What follows belongs to an exercise in optimizing a design on an open flow for small area; a production flow would make more cautious choices. At most, simulation tests tie the RTL to the original design; equivalence was not proved. No activity file was given, so power comes from the tool's default toggle rates.

== the baseline ==
==> flow/design.v <==
module regfile_sb_wrow (
    input logic we,
    input logic we_n,
    input logic [31:0] d,
    input logic [31:0] q,
    output logic [31:0] y
);
    assign y = ({32{we}} & d) | ({32{we_n}} & q);
endmodule
module regfile_sb_aoi3 (
    input logic [2:0] s,
    input logic [2:0] v,
    output logic y
);
    assign y = !((s[0] & v[0]) | (s[1] & v[1]) | (s[2] & v[2]));
endmodule
module regfile_sb_rbit (
    input logic [31:0] s,
    input logic [31:0] v,
    output logic y
);
    logic [10:0] n;
    for (genvar g = 0; g < 10; g++) begin : g_aoi
        regfile_sb_aoi3 u_aoi (.s(s[3*g+:3]), .v(v[3*g+:3]), .y(n[g]));
    end
    assign n[10] = !((s[30] & v[30]) | (s[31] & v[31]));
    assign y = !(&n);
endmodule
module regfile_sb (
    input logic clk,
    input logic rst_n,
    input logic [4:0] rs1_addr,
    input logic [4:0] rs2_addr,
    output logic [31:0] rs1_rdata,
    output logic [31:0] rs2_rdata,
    output logic rs1_busy,
    output logic rs2_busy,
    input logic issue_valid,
    input logic [4:0] issue_rd,
    input logic wb_valid,
    input logic [4:0] wb_rd,
    input logic [31:0] wb_data,
    input logic flush,
    output logic [5:0] pending_cnt
);
    logic [31:1][31:0] regs;
    logic [31:1][31:0] regs_nx;
    logic [31:1] vld;
    logic [31:1] sb;
    logic wv;             
    logic [31:1] wdec;    
    logic [31:1] idec;    
    logic [31:1] rdok;    
    logic [31:1] rbsy;    
    logic [31:1] d1, d2;  
    logic [31:1] s1, s2;  
    logic hit1, hit2;
    assign wv = wb_valid && rst_n;
    always_comb begin
        for (int r = 1; r < 32; r++) begin
            wdec[r] = wv && wb_rd == 5'(r);
            idec[r] = issue_valid && issue_rd == 5'(r);
            d1[r] = rs1_addr == 5'(r);
            d2[r] = rs2_addr == 5'(r);
        end
    end
    assign rdok = vld & ~wdec;
    assign rbsy = sb & ~wdec;
    assign hit1 = wv && rs1_addr == wb_rd && rs1_addr != '0;
    assign hit2 = wv && rs2_addr == wb_rd && rs2_addr != '0;
    assign s1 = d1 & rdok;
    assign s2 = d2 & rdok;
    for (genvar r = 1; r < 32; r++) begin : g_wr
        regfile_sb_wrow u_wrow (.we(wdec[r]), .we_n(!wdec[r]), .d(wb_data), .q(regs[r]), .y(regs_nx[r]));
    end
    for (genvar b = 0; b < 32; b++) begin : g_rd
        logic [31:1] col;
        for (genvar r = 1; r < 32; r++) begin : g_col
            assign col[r] = regs[r][b];
        end
        regfile_sb_rbit u_rd1 (.s({s1, hit1}), .v({col, wb_data[b]}), .y(rs1_rdata[b]));
        regfile_sb_rbit u_rd2 (.s({s2, hit2}), .v({col, wb_data[b]}), .y(rs2_rdata[b]));
    end
    assign rs1_busy = |(d1 & rbsy);
    assign rs2_busy = |(d2 & rbsy);
    always_ff @(posedge clk) begin
        regs <= regs_nx;
    end
    always_ff @(posedge clk or negedge rst_n) begin
        if (!rst_n) begin
            vld <= '0;
            sb <= '0;
            pending_cnt <= '0;
        end else begin
            vld <= vld | wdec;
            sb <= flush ? '0 : rbsy | idec;
            pending_cnt <= 6'($countones(sb));
        end
    end
endmodule
make LEC_CHECK=0 CAP_MARGIN=20 CORE_MARGIN=2 CORE_UTILIZATION=30 SLEW_MARGIN=20 SYNTH_HIERARCHICAL=1 finish   # period 8.0 ns
run.sh (not shown) runs the stock make flow with config.mk's settings and CLKGATE_MAP_FILE= SYNTH_SCRIPT=/design/flow/synth_recipe.tcl, a recipe that flattens the netlist after the stock synthesis.
Inputs modified between the baseline and the candidate:
diff --git a/flow/design.v b/flow/design.v
--- a/flow/design.v
+++ b/flow/design.v
@@ -14,6 +14,13 @@
 );
     assign y = !((s[0] & v[0]) | (s[1] & v[1]) | (s[2] & v[2]));
 endmodule
+module regfile_sb_aoi2 (
+    input logic [1:0] s,
+    input logic [1:0] v,
+    output logic y
+);
+    assign y = !((s[0] & v[0]) | (s[1] & v[1]));
+endmodule
 module regfile_sb_rbit (
     input logic [31:0] s,
     input logic [31:0] v,
@@ -23,7 +30,7 @@
     for (genvar g = 0; g < 10; g++) begin : g_aoi
         regfile_sb_aoi3 u_aoi (.s(s[3*g+:3]), .v(v[3*g+:3]), .y(n[g]));
     end
-    assign n[10] = !((s[30] & v[30]) | (s[31] & v[31]));
+    regfile_sb_aoi2 u_aoi2 (.s(s[31:30]), .v(v[31:30]), .y(n[10]));
     assign y = !(&n);
 endmodule
 module regfile_sb (
@@ -47,27 +54,27 @@
     logic [31:1][31:0] regs_nx;
     logic [31:1] vld;
     logic [31:1] sb;
-    logic wv;             
     logic [31:1] wdec;    
     logic [31:1] idec;    
+    logic [31:1] whit;    
     logic [31:1] rdok;    
     logic [31:1] rbsy;    
     logic [31:1] d1, d2;  
     logic [31:1] s1, s2;  
     logic hit1, hit2;
-    assign wv = wb_valid && rst_n;
     always_comb begin
         for (int r = 1; r < 32; r++) begin
-            wdec[r] = wv && wb_rd == 5'(r);
+            wdec[r] = wb_valid && wb_rd == 5'(r);
             idec[r] = issue_valid && issue_rd == 5'(r);
             d1[r] = rs1_addr == 5'(r);
             d2[r] = rs2_addr == 5'(r);
         end
     end
-    assign rdok = vld & ~wdec;
-    assign rbsy = sb & ~wdec;
-    assign hit1 = wv && rs1_addr == wb_rd && rs1_addr != '0;
-    assign hit2 = wv && rs2_addr == wb_rd && rs2_addr != '0;
+    assign whit = wdec & {31{rst_n}};
+    assign rdok = vld & ~whit;
+    assign rbsy = sb & ~whit;
+    assign hit1 = |(d1 & whit);
+    assign hit2 = |(d2 & whit);
     assign s1 = d1 & rdok;
     assign s2 = d2 & rdok;
     for (genvar r = 1; r < 32; r++) begin : g_wr
@@ -93,7 +100,7 @@
             pending_cnt <= '0;
         end else begin
             vld <= vld | wdec;
-            sb <= flush ? '0 : rbsy | idec;
+            sb <= flush ? '0 : (sb & ~wdec) | idec;
             pending_cnt <= 6'($countones(sb));
         end
     end
Notes after the runs:
The candidate finished every stage and its layout cleared the timing, DRC and antenna checks. Where wire length is concerned, the baseline is better than the candidate. Delta (the candidate minus the baseline): ratio of total power to cell area increased 12 mW/mm^2, utilization closely matched the old numbers, starting density of the core neither gained nor lost much. The candidate vs the baseline, final cell count without fillers went up by about 3.5%.
Only the layout flow was run in the candidate; the RTL was not checked for function there.

[separate check: timing with driven ports]
In the flow no input, the clock included, has a driving cell. The finished layouts below were timed again as built, in two steps.
Step 1: set_driving_cell puts a clkbuf_16 on clk and a buf_2 on each other input, an assumption about the parent block.
Step 2 adds t to the input delays and takes it off the output delays; t is the mean of the earliest and latest rising clock arrival at the registers after step 1. Input paths then give back, and output paths get back, about the clock's delay inside the block.
Slacks: no drivers / after step 1 / after step 2; pairs: no drivers / after step 1.
run	t, ns	setup WS [ns]	pins driven straight from the clock port
the baseline	0.796	0.523 / 0.497 / 0.497	1
the candidate	0.788	0.170 / 0.134 / 0.134	1
After both steps every run listed still meets setup and hold. The setup slack of the candidate, which loses most, moves by -0.036 ns with the drivers and by -0.036 ns with both steps.
